From an optimization exercise on the open Yosys and OpenROAD flow, aimed at small area; shortcuts taken in it are not production practice.
At most, simulation tests tie the RTL to the original design; equivalence was not proved.

==> branch nickel <==
==> flow/design.v <==
`default_nettype none
module pwd_processor (
    input  logic       clk,
    input  logic       rst_n,
    input  logic       in_valid,
    input  logic [8:0] in_data,
    output logic       busy,
    output logic       out_valid,
    output logic [8:0] out_data
);
    logic [8:0] r0, r1, r2, r3;
    logic [9:0] c;
    logic [5:0] t;
    logic [1:0] nreg;      
    logic       flag;
    logic       run;
    logic [3:0] pass;
    logic [1:0] slot;
    logic       real_w, even;
    logic       padfill, sortph, rot;
    logic       p_pre, p_dec, p_min, p_flag, p_u, p_max, p_shift, p_ctr, p_smo;
    logic [5:0] tinc;
    assign tinc   = t ^ {&t[4:0], &t[3:0], &t[2:0], &t[1:0], t[0], 1'b1};
    assign run    = busy || (t != 6'd1 && !in_valid);
    assign pass   = t[5:2];
    assign slot   = t[1:0];
    assign even   = nreg[0];
    always_comb begin
        case ({nreg, slot})
            4'b10_00, 4'b11_00, 4'b11_01, 4'b01_00, 4'b01_01, 4'b01_10, 4'b01_11,
            4'b00_00, 4'b00_01, 4'b00_10: real_w = 1'b1;
            default: real_w = 1'b0;
        endcase
    end
    assign padfill = t[5:3] == 3'd0 && !(t[2] && t[1]);
    assign sortph  = !padfill && (t[5:4] == 2'd0 || t[5:2] == 4'd4);
    assign rot     = t == 6'd10 || t == 6'd15;
    assign p_pre   = pass == 4'd5 || (pass == 4'd6 && slot != 2'd3);
    assign p_dec   = pass == 4'd6;
    assign p_min   = pass == 4'd7;
    assign p_flag  = pass == 4'd8;
    assign p_u     = pass == 4'd9;
    assign p_max   = pass == 4'd10;
    assign p_shift = pass == 4'd11;
    assign p_ctr   = pass == 4'd12;
    assign p_smo   = pass == 4'd13;
    logic [6:0] y6;
    logic [3:0] h;
    logic [4:0] m3;        
    logic       k2, k3, k4, k5;
    always_comb begin
        h     = r1[7:4];
        m3[0] = h[0];
        m3[1] = h[1] ^ h[0];
        k2    = h[1] & h[0];
        m3[2] = h[2] ^ h[1] ^ k2;
        k3    = (h[2] & h[1]) | (k2 & (h[2] ^ h[1]));
        m3[3] = h[3] ^ h[2] ^ k3;
        k4    = (h[3] & h[2]) | (k3 & (h[3] ^ h[2]));
        m3[4] = h[3] ^ k4;
        k5    = h[3] & k4;
        y6    = {k5 ^ m3[4], ~m3[4], m3[3:0], 1'b1};
    end
    logic        sub, cin, neg, lt;
    logic [10:0] a, b, s;
    logic [11:0] cy;
    assign neg = p_dec && r0[8];
    assign sub = p_dec ? !r0[8] : !(p_flag || p_smo);
    assign a   = {{3{r0[8]}}, r0[7:0] ^ {8{neg}}};
    assign b   = {c[9], c} ^ {11{sub}};
    assign cin = p_dec || (sub && !(p_ctr && flag));
    always_comb begin
        cy[0] = cin;
        for (int i = 0; i < 11; i++) begin
            s[i]    = a[i] ^ b[i] ^ cy[i];
            cy[i+1] = (a[i] & b[i]) | (cy[i] & (a[i] ^ b[i]));
        end
    end
    assign lt = s[10];
    logic [10:0] y;
    logic        r1b, r0b, nr1, nr0, corr;
    logic [8:0]  qf, q;
    logic [9:0]  ic;
    always_comb begin
        y   = {s[10] ^ (s[9] | s[8]), ~(s[9] ^ s[8]), ~s[8], s[7:0]};
        r1b = 1'b0;
        r0b = 1'b0;
        qf  = 9'd0;
        for (int i = 10; i >= 0; i--) begin
            if (i < 9)
                qf[i] = r1b | (r0b & y[i]);
            nr1 = y[i] ? r1b : r0b;
            nr0 = y[i] ? !(r1b | r0b) : r1b;
            r1b = nr1;
            r0b = nr0;
        end
        corr  = s[10] & (r1b | r0b);
        ic[0] = corr;
        for (int i = 0; i < 9; i++) begin
            q[i]    = (i == 8 ? !qf[i] : qf[i]) ^ ic[i];
            ic[i+1] = (i == 8 ? !qf[i] : qf[i]) & ic[i];
        end
    end
    logic swap;
    assign swap = run && (padfill || (sortph && (rot || lt)));
    logic [8:0] tail;
    always_comb begin
        if (!run)
            tail = in_data;
        else if (padfill)
            tail = 9'h100;
        else if (swap)
            tail = c[8:0];
        else if ((p_dec && even) || p_u || p_ctr)
            tail = {s[8] ^ p_u, s[7:0]};
        else if (p_smo && slot != 2'd0)
            tail = q;
        else
            tail = r0;
    end
    assign out_data  = tail;
    assign out_valid = busy && p_smo && real_w;
    always_ff @(posedge clk) begin
        r0 <= r1;
        r1 <= r2;
        r2 <= r3;
        r3 <= tail;
        if (!busy)
            nreg <= t[1:0];
        if (swap || ((p_min || p_max) && (slot == 2'd0 || (real_w && (lt ^ p_max)))))
            c <= {r0[8], r0};
        else if (p_pre)
            c <= {3'b000, y6};
        else if (p_shift && slot == 2'd0)
            c <= {2'b11, ~c[8], c[7:1]};
        else if (p_smo)
            c <= {tail, 1'b0};
        if (p_flag) begin
            if (slot == 2'd0)
                flag <= lt;
            else if (real_w)
                flag <= flag & lt;
        end else if (p_shift && slot == 2'd0) begin
            flag <= flag & c[0];
        end
    end
    always_ff @(posedge clk or negedge rst_n) begin
        if (!rst_n) begin
            busy <= 1'b0;
            t    <= 6'd1;
        end else if (run) begin
            busy <= (t != 6'd55);
            t    <= (t == 6'd55) ? 6'd1 : tinc;
        end else if (in_valid) begin
            t    <= tinc;
        end
    end
endmodule
`default_nettype wire
==> flow/flow/run.sh <==
#!/bin/bash
# Standard ORFS layout with three changes that only affect how the layout is
# made, not what it implements:
#  - synthesis maps the logic with an area-oriented ABC script
#    (flow/abc.script) instead of ORFS's speed script, and leaves adders to
#    ABC instead of extracting full/half adder cells first (ADDER_MAP_FILE
#    empty); every other synthesis step is ORFS's own, so registers and
#    their names are unchanged;
#  - the port buffers are the smallest buffer, buf_1;
#  - clock tree synthesis adds no dummy loads.
# Each make step writes its own log under orfs/logs/; make's output goes to
# orfs_make.log.
set -euo pipefail
W=$(pwd)
rm -rf "$W/scripts"
cp -r "$FLOW_HOME/scripts" "$W/scripts"
cp "$W/flow/abc.script" "$W/scripts/abc_speed.script"
bash "$W/standard.sh" SCRIPTS_DIR="$W/scripts" ADDER_MAP_FILE= \
  "BUFFER_PORTS_ARGS=-buffer_cell sky130_fd_sc_hd__buf_1" \
  "CTS_ARGS=-sink_clustering_enable -repair_clock_nets -dont_use_dummy_load -buf_list {sky130_fd_sc_hd__clkbuf_4 sky130_fd_sc_hd__clkbuf_8} -sink_clustering_size 30" \
  finish > "$W/orfs_make.log" 2>&1
==> flow/flow/abc.script <==
strash
dch
amap
strash
dch
amap
==> flow/standard.sh <==
#!/bin/bash
# synth_recipe.tcl (not shown) runs the flow's synth.tcl, then flattens the netlist and writes it again
# the make line also repeats each setting of config.mk as NAME=value (left out here)
make -C /OpenROAD-flow-scripts/flow DESIGN_CONFIG=/design/flow/config.mk WORK_HOME=/design/flow/orfs CLKGATE_MAP_FILE= SYNTH_SCRIPT=/design/flow/synth_recipe.tcl "${@:-finish}"
==> flow/config.mk <==
export PLATFORM = sky130hd
export DESIGN_NAME = pwd_processor
export DESIGN_NICKNAME = pwd_processor
export VERILOG_FILES = /design/flow/design.v
export SDC_FILE = /design/flow/constraint.sdc
export NUM_CORES = 4
export LEC_CHECK = 0
export CAP_MARGIN = 20
export CORE_MARGIN = 2
export CORE_UTILIZATION = 40
export SLEW_MARGIN = 20
==> flow/constraint.sdc <==
create_clock -name core_clock -period 18.0 [get_ports {clk}]
set_input_delay 3.6000 -clock core_clock [delete_from_list [all_inputs] [get_ports {clk}]]
set_output_delay 3.6000 -clock core_clock [all_outputs]
set_load 0.01 [all_outputs]
==> branch onyx: changes against branch nickel <==
--- a/flow/design.v
+++ b/flow/design.v
@@ -10,5 +10,5 @@
 );
     logic [8:0] r0, r1, r2, r3;
-    logic [9:0] c;
+    logic [8:0] c;
     logic [5:0] t;
     logic [1:0] nreg;      
@@ -19,5 +19,5 @@
     logic       real_w, even;
     logic       padfill, sortph, rot;
-    logic       p_pre, p_dec, p_min, p_flag, p_u, p_max, p_shift, p_ctr, p_smo;
+    logic       p_dec, p_min, p_flag, p_u, p_max, p_shift, p_ctr, p_smo;
     logic [5:0] tinc;
     assign tinc   = t ^ {&t[4:0], &t[3:0], &t[2:0], &t[1:0], t[0], 1'b1};
@@ -33,16 +33,15 @@
         endcase
     end
-    assign padfill = t[5:3] == 3'd0 && !(t[2] && t[1]);
-    assign sortph  = !padfill && (t[5:4] == 2'd0 || t[5:2] == 4'd4);
-    assign rot     = t == 6'd10 || t == 6'd15;
-    assign p_pre   = pass == 4'd5 || (pass == 4'd6 && slot != 2'd3);
-    assign p_dec   = pass == 4'd6;
-    assign p_min   = pass == 4'd7;
-    assign p_flag  = pass == 4'd8;
-    assign p_u     = pass == 4'd9;
-    assign p_max   = pass == 4'd10;
-    assign p_shift = pass == 4'd11;
-    assign p_ctr   = pass == 4'd12;
-    assign p_smo   = pass == 4'd13;
+    assign padfill = t[5:4] == 2'd0 && t[3:1] != 3'b111;
+    assign sortph  = !padfill && t < 6'd28;
+    assign rot     = t == 6'd18 || t == 6'd23;
+    assign p_dec   = pass == 4'd7;
+    assign p_min   = pass == 4'd8;
+    assign p_flag  = pass == 4'd9;
+    assign p_u     = pass == 4'd10;
+    assign p_max   = pass == 4'd11;
+    assign p_shift = pass == 4'd12;
+    assign p_ctr   = pass == 4'd13;
+    assign p_smo   = pass == 4'd14;
     logic [6:0] y6;
     logic [3:0] h;
@@ -50,5 +49,5 @@
     logic       k2, k3, k4, k5;
     always_comb begin
-        h     = r1[7:4];
+        h     = r0[7:4];
         m3[0] = h[0];
         m3[1] = h[1] ^ h[0];
@@ -62,12 +61,12 @@
         y6    = {k5 ^ m3[4], ~m3[4], m3[3:0], 1'b1};
     end
-    logic        sub, cin, neg, lt;
+    logic        cin, neg, negx, lt;
     logic [10:0] a, b, s;
     logic [11:0] cy;
-    assign neg = p_dec && r0[8];
-    assign sub = p_dec ? !r0[8] : !(p_flag || p_smo);
-    assign a   = {{3{r0[8]}}, r0[7:0] ^ {8{neg}}};
-    assign b   = {c[9], c} ^ {11{sub}};
-    assign cin = p_dec || (sub && !(p_ctr && flag));
+    assign neg  = (p_dec && r0[8]) || p_flag;
+    assign negx = p_flag;
+    assign a    = {{3{r0[8] ^ negx}}, r0[7:0] ^ {8{neg}}};
+    assign b    = p_smo ? {r3[8], r3, 1'b0} : p_dec ? ({4'b0, y6} ^ {11{!r0[8]}}) : {{2{c[8]}}, c};
+    assign cin  = !(p_smo || (p_ctr && flag));
     always_comb begin
         cy[0] = cin;
@@ -111,5 +110,5 @@
             tail = 9'h100;
         else if (swap)
-            tail = c[8:0];
+            tail = ~c[8:0];
         else if ((p_dec && even) || p_u || p_ctr)
             tail = {s[8] ^ p_u, s[7:0]};
@@ -120,5 +119,5 @@
     end
     assign out_data  = tail;
-    assign out_valid = busy && p_smo && real_w;
+    assign out_valid = p_smo && real_w;
     always_ff @(posedge clk) begin
         r0 <= r1;
@@ -129,30 +128,24 @@
             nreg <= t[1:0];
         if (swap || ((p_min || p_max) && (slot == 2'd0 || (real_w && (lt ^ p_max)))))
-            c <= {r0[8], r0};
-        else if (p_pre)
-            c <= {3'b000, y6};
+            c <= ~r0;
         else if (p_shift && slot == 2'd0)
-            c <= {2'b11, ~c[8], c[7:1]};
-        else if (p_smo)
-            c <= {tail, 1'b0};
+            c <= {1'b0, ~c[8], c[7:1]};
         if (p_flag) begin
             if (slot == 2'd0)
-                flag <= lt;
+                flag <= !lt;
             else if (real_w)
-                flag <= flag & lt;
+                flag <= flag & !lt;
         end else if (p_shift && slot == 2'd0) begin
-            flag <= flag & c[0];
+            flag <= flag & !c[0];
         end
     end
+    assign busy = t[5] | t[4] | t[3];
     always_ff @(posedge clk or negedge rst_n) begin
-        if (!rst_n) begin
-            busy <= 1'b0;
-            t    <= 6'd1;
-        end else if (run) begin
-            busy <= (t != 6'd55);
-            t    <= (t == 6'd55) ? 6'd1 : tinc;
-        end else if (in_valid) begin
-            t    <= tinc;
-        end
+        if (!rst_n)
+            t <= 6'd1;
+        else if (run)
+            t <= (t == 6'd59) ? 6'd1 : {tinc[5:4], tinc[3] | !busy, tinc[2:0]};
+        else if (in_valid)
+            t <= tinc;
     end
 endmodule
--- a/flow/flow/run.sh
+++ b/flow/flow/run.sh
@@ -18,4 +18,4 @@
 bash "$W/standard.sh" SCRIPTS_DIR="$W/scripts" ADDER_MAP_FILE= \
   "BUFFER_PORTS_ARGS=-buffer_cell sky130_fd_sc_hd__buf_1" \
-  "CTS_ARGS=-sink_clustering_enable -repair_clock_nets -dont_use_dummy_load -buf_list {sky130_fd_sc_hd__clkbuf_4 sky130_fd_sc_hd__clkbuf_8} -sink_clustering_size 30" \
+  "CTS_ARGS=-sink_clustering_enable -repair_clock_nets -dont_use_dummy_load -buf_list sky130_fd_sc_hd__clkbuf_4 -root_buf sky130_fd_sc_hd__clkbuf_8" \
   finish > "$W/orfs_make.log" 2>&1
--- a/flow/config.mk
+++ b/flow/config.mk
@@ -9,3 +9,4 @@
 export CORE_MARGIN = 2
 export CORE_UTILIZATION = 40
+export GPL_TIMING_DRIVEN = 0
 export SLEW_MARGIN = 20
==> branch maple: changes against branch nickel <==
==> flow/design.v (replaced) <==
`default_nettype none
module pwd_processor (
    input  logic       clk,
    input  logic       rst_n,
    input  logic       in_valid,
    input  logic [8:0] in_data,
    output logic       busy,
    output logic       out_valid,
    output logic [8:0] out_data
);
    logic [8:0] r0, r1, r2, r3;
    logic [9:0] c;
    logic [5:0] t;
    logic [1:0] nreg;      
    logic       flag;
    logic       run;
    logic [3:0] pass;
    logic [1:0] slot, nlen;
    logic       real_w, even;
    logic       padfill, sortph, rot;
    logic       p_dec, p_min, p_flag, p_u, p_max, p_shift, p_ctr, p_smo;
    assign run    = busy || (t != 6'd1 && !in_valid);
    assign pass   = t[5:2];
    assign slot   = t[1:0];
    assign nlen   = nreg - 2'd1;
    assign real_w = (nlen == 2'd0) || (slot < nlen);
    assign even   = nreg[0];
    assign padfill = t <= 6'd5;
    assign sortph  = t >= 6'd6 && t <= 6'd19;
    assign rot     = t == 6'd10 || t == 6'd15;
    assign p_dec   = pass == 4'd5;
    assign p_min   = pass == 4'd6;
    assign p_flag  = pass == 4'd7;
    assign p_u     = pass == 4'd8;
    assign p_max   = pass == 4'd9;
    assign p_shift = pass == 4'd10;
    assign p_ctr   = pass == 4'd11;
    assign p_smo   = pass == 4'd12;
    logic        sub, cin, neg, lt;
    logic [6:0]  y6;
    logic [10:0] a, b, s;
    logic [11:0] cy;
    assign neg = p_dec && r0[8];
    assign y6  = 7'(r0[7:4]) * 7'd6 + 7'd33;
    assign sub = !(p_flag || p_smo);
    assign a   = {p_max ? 2'b00 : {2{r0[8]}}, r0[8], r0[7:0] ^ {8{neg}}};
    assign b   = p_dec ? ({4'b0, y6} ^ {11{!r0[8]}}) : ({c[9], c} ^ {11{sub}});
    assign cin = p_dec || (sub && !(p_ctr && flag));
    always_comb begin
        cy[0] = cin;
        for (int i = 0; i < 11; i++) begin
            s[i]    = a[i] ^ b[i] ^ cy[i];
            cy[i+1] = (a[i] & b[i]) | (cy[i] & (a[i] ^ b[i]));
        end
    end
    assign lt = s[10];
    logic [10:0] y;
    logic        r1b, r0b, nr1, nr0, corr;
    logic [8:0]  qf, q;
    logic [9:0]  ic;
    always_comb begin
        y   = {s[10:8] + 3'd3, s[7:0]};
        r1b = 1'b0;
        r0b = 1'b0;
        qf  = 9'd0;
        for (int i = 10; i >= 0; i--) begin
            if (i < 9)
                qf[i] = r1b | (r0b & y[i]);
            nr1 = y[i] ? r1b : r0b;
            nr0 = y[i] ? !(r1b | r0b) : r1b;
            r1b = nr1;
            r0b = nr0;
        end
        corr  = s[10] & (r1b | r0b);
        ic[0] = corr;
        for (int i = 0; i < 9; i++) begin
            q[i]    = (i == 8 ? !qf[i] : qf[i]) ^ ic[i];
            ic[i+1] = (i == 8 ? !qf[i] : qf[i]) & ic[i];
        end
    end
    logic swap;
    assign swap = run && (padfill || (sortph && (rot || lt)));
    logic [8:0] tail;
    always_comb begin
        if (!run)
            tail = in_data;
        else if (padfill)
            tail = 9'h100;
        else if (swap)
            tail = c[8:0];
        else if ((p_dec && even) || p_u || p_ctr)
            tail = s[8:0];
        else if (p_smo && slot != 2'd0)
            tail = q;
        else
            tail = r0;
    end
    assign out_data  = tail;
    assign out_valid = busy && p_smo && real_w;
    always_ff @(posedge clk) begin
        r0 <= r1;
        r1 <= r2;
        r2 <= r3;
        r3 <= tail;
        if (!busy)
            nreg <= t[1:0];
        if (swap || (p_min && (slot == 2'd0 || (real_w && lt))))
            c <= {r0[8], r0};
        else if (p_max && (slot == 2'd0 || (real_w && !lt)))
            c <= {1'b0, r0};
        else if (p_shift && slot == 2'd0)
            c <= {1'b0, c[9:1]};
        else if (p_smo)
            c <= {tail, 1'b0};
        if (p_flag) begin
            if (slot == 2'd0)
                flag <= lt;
            else if (real_w)
                flag <= flag & lt;
        end else if (p_shift && slot == 2'd0) begin
            flag <= flag & c[0];
        end
    end
    always_ff @(posedge clk or negedge rst_n) begin
        if (!rst_n) begin
            busy <= 1'b0;
            t    <= 6'd1;
        end else if (run) begin
            busy <= (t != 6'd51);
            t    <= (t == 6'd51) ? 6'd1 : t + 6'd1;
        end else if (in_valid) begin
            t    <= t + 6'd1;
        end
    end
endmodule
`default_nettype wire
==> flow/run.sh (new file) <==
#!/bin/bash
# synth_recipe.tcl (not shown) runs the flow's synth.tcl, then flattens the netlist and writes it again
# the make line also repeats each setting of config.mk as NAME=value (left out here)
make -C /OpenROAD-flow-scripts/flow DESIGN_CONFIG=/design/flow/config.mk WORK_HOME=/design/flow/orfs CLKGATE_MAP_FILE= SYNTH_SCRIPT=/design/flow/synth_recipe.tcl finish
removed: flow/flow/run.sh
removed: flow/flow/abc.script
removed: flow/standard.sh
==> comparison table <==
Post-detailed-route wirelength per cell: branch onyx 15.81 um; branch nickel 15.05 um; branch maple 15.56 um
Sequential cell area share: branch onyx 39.83%; branch nickel 39.52%; branch maple 29.22%
Outcome: branch onyx finished clean; branch nickel finished clean; branch maple finished clean
Slowest cell on crit path: branch onyx sky130_fd_sc_hd__nor3_2; branch nickel sky130_fd_sc_hd__nor2_1; branch maple sky130_fd_sc_hd__nor2b_1
Sequential cell count of the final layout: branch onyx 54; branch nickel 56; branch maple 56
Nets: branch onyx 412; branch nickel 435; branch maple 485
Area taken by multi-input logic gates: branch onyx 1431 sq um; branch nickel 1459 sq um; branch maple 2556 sq um
Synthesized-area fraction occupied by and/or/nand/nor cells: branch onyx 17.57%; branch nickel 17.36%; branch maple 14.27%
Global-route usage over all layers: branch onyx 21.17%; branch nickel 20.01%; branch maple 17.04%
Number of instances in the synthesized netlist: branch onyx 370; branch nickel 389; branch maple 440
Share of async-settable or async-resettable flops after synthesis: branch onyx 11.11%; branch nickel 12.50%; branch maple 12.50%
DP Wirelength: branch onyx 5495 um; branch nickel 5874 um; branch maple 6783 um
Setup slack after layout: branch onyx 3790 ps; branch nickel 4594 ps; branch maple 1652 ps
Largest clock skew in the final design: branch onyx 23.39 ps; branch nickel 28.57 ps; branch maple 7.751 ps
Number of enable flip-flop cells after synthesis: branch onyx 12; branch nickel 13; branch maple 13
Fraction of met2 tracks used by global routing: branch onyx 34.71%; branch nickel 33.40%; branch maple 26.47%
Number of flip-flops in the largest register: branch onyx -; branch nickel 10; branch maple 10
RR Endpoint: branch onyx r3[8]$_DFF_P_; branch nickel c[8]$_DFFE_PP_; branch maple c[9]$_DFFE_PP_
Only the layout flow was run in branch nickel; the RTL was not checked for function there.

-- static timing again, ports no longer ideal --
In the flow no input, the clock included, has a driving cell. The finished layouts below were timed again as built, in two steps.
Step 1, drivers: a clkbuf_16 drives clk and a buf_2 each remaining input, both assumed.
Step 2 moves the port delays by t, midway between the first and last clock arrival at a register: inputs arrive t later, outputs are due t later. That takes back most of the time a late clock gives input paths.
Slacks: ideal / step 1 / step 2; pairs: ideal / step 1.
| run | shift t [ns] | setup WS [ns] | worst setup path after step 2 | slew at the worst register clock pin (ns) |
|---|---|---|---|---|
| branch nickel | 0.333 | 4.594 / 4.564 / 4.896 | register to output | 0.10 / 0.10 |
| branch onyx | 0.330 | 3.790 / 3.762 / 4.092 | register to output | 0.10 / 0.10 |
| branch maple | 0.347 | 1.652 / 1.621 / 1.968 | register to output | 0.10 / 0.10 |
After both steps setup and hold are still met in every run listed.
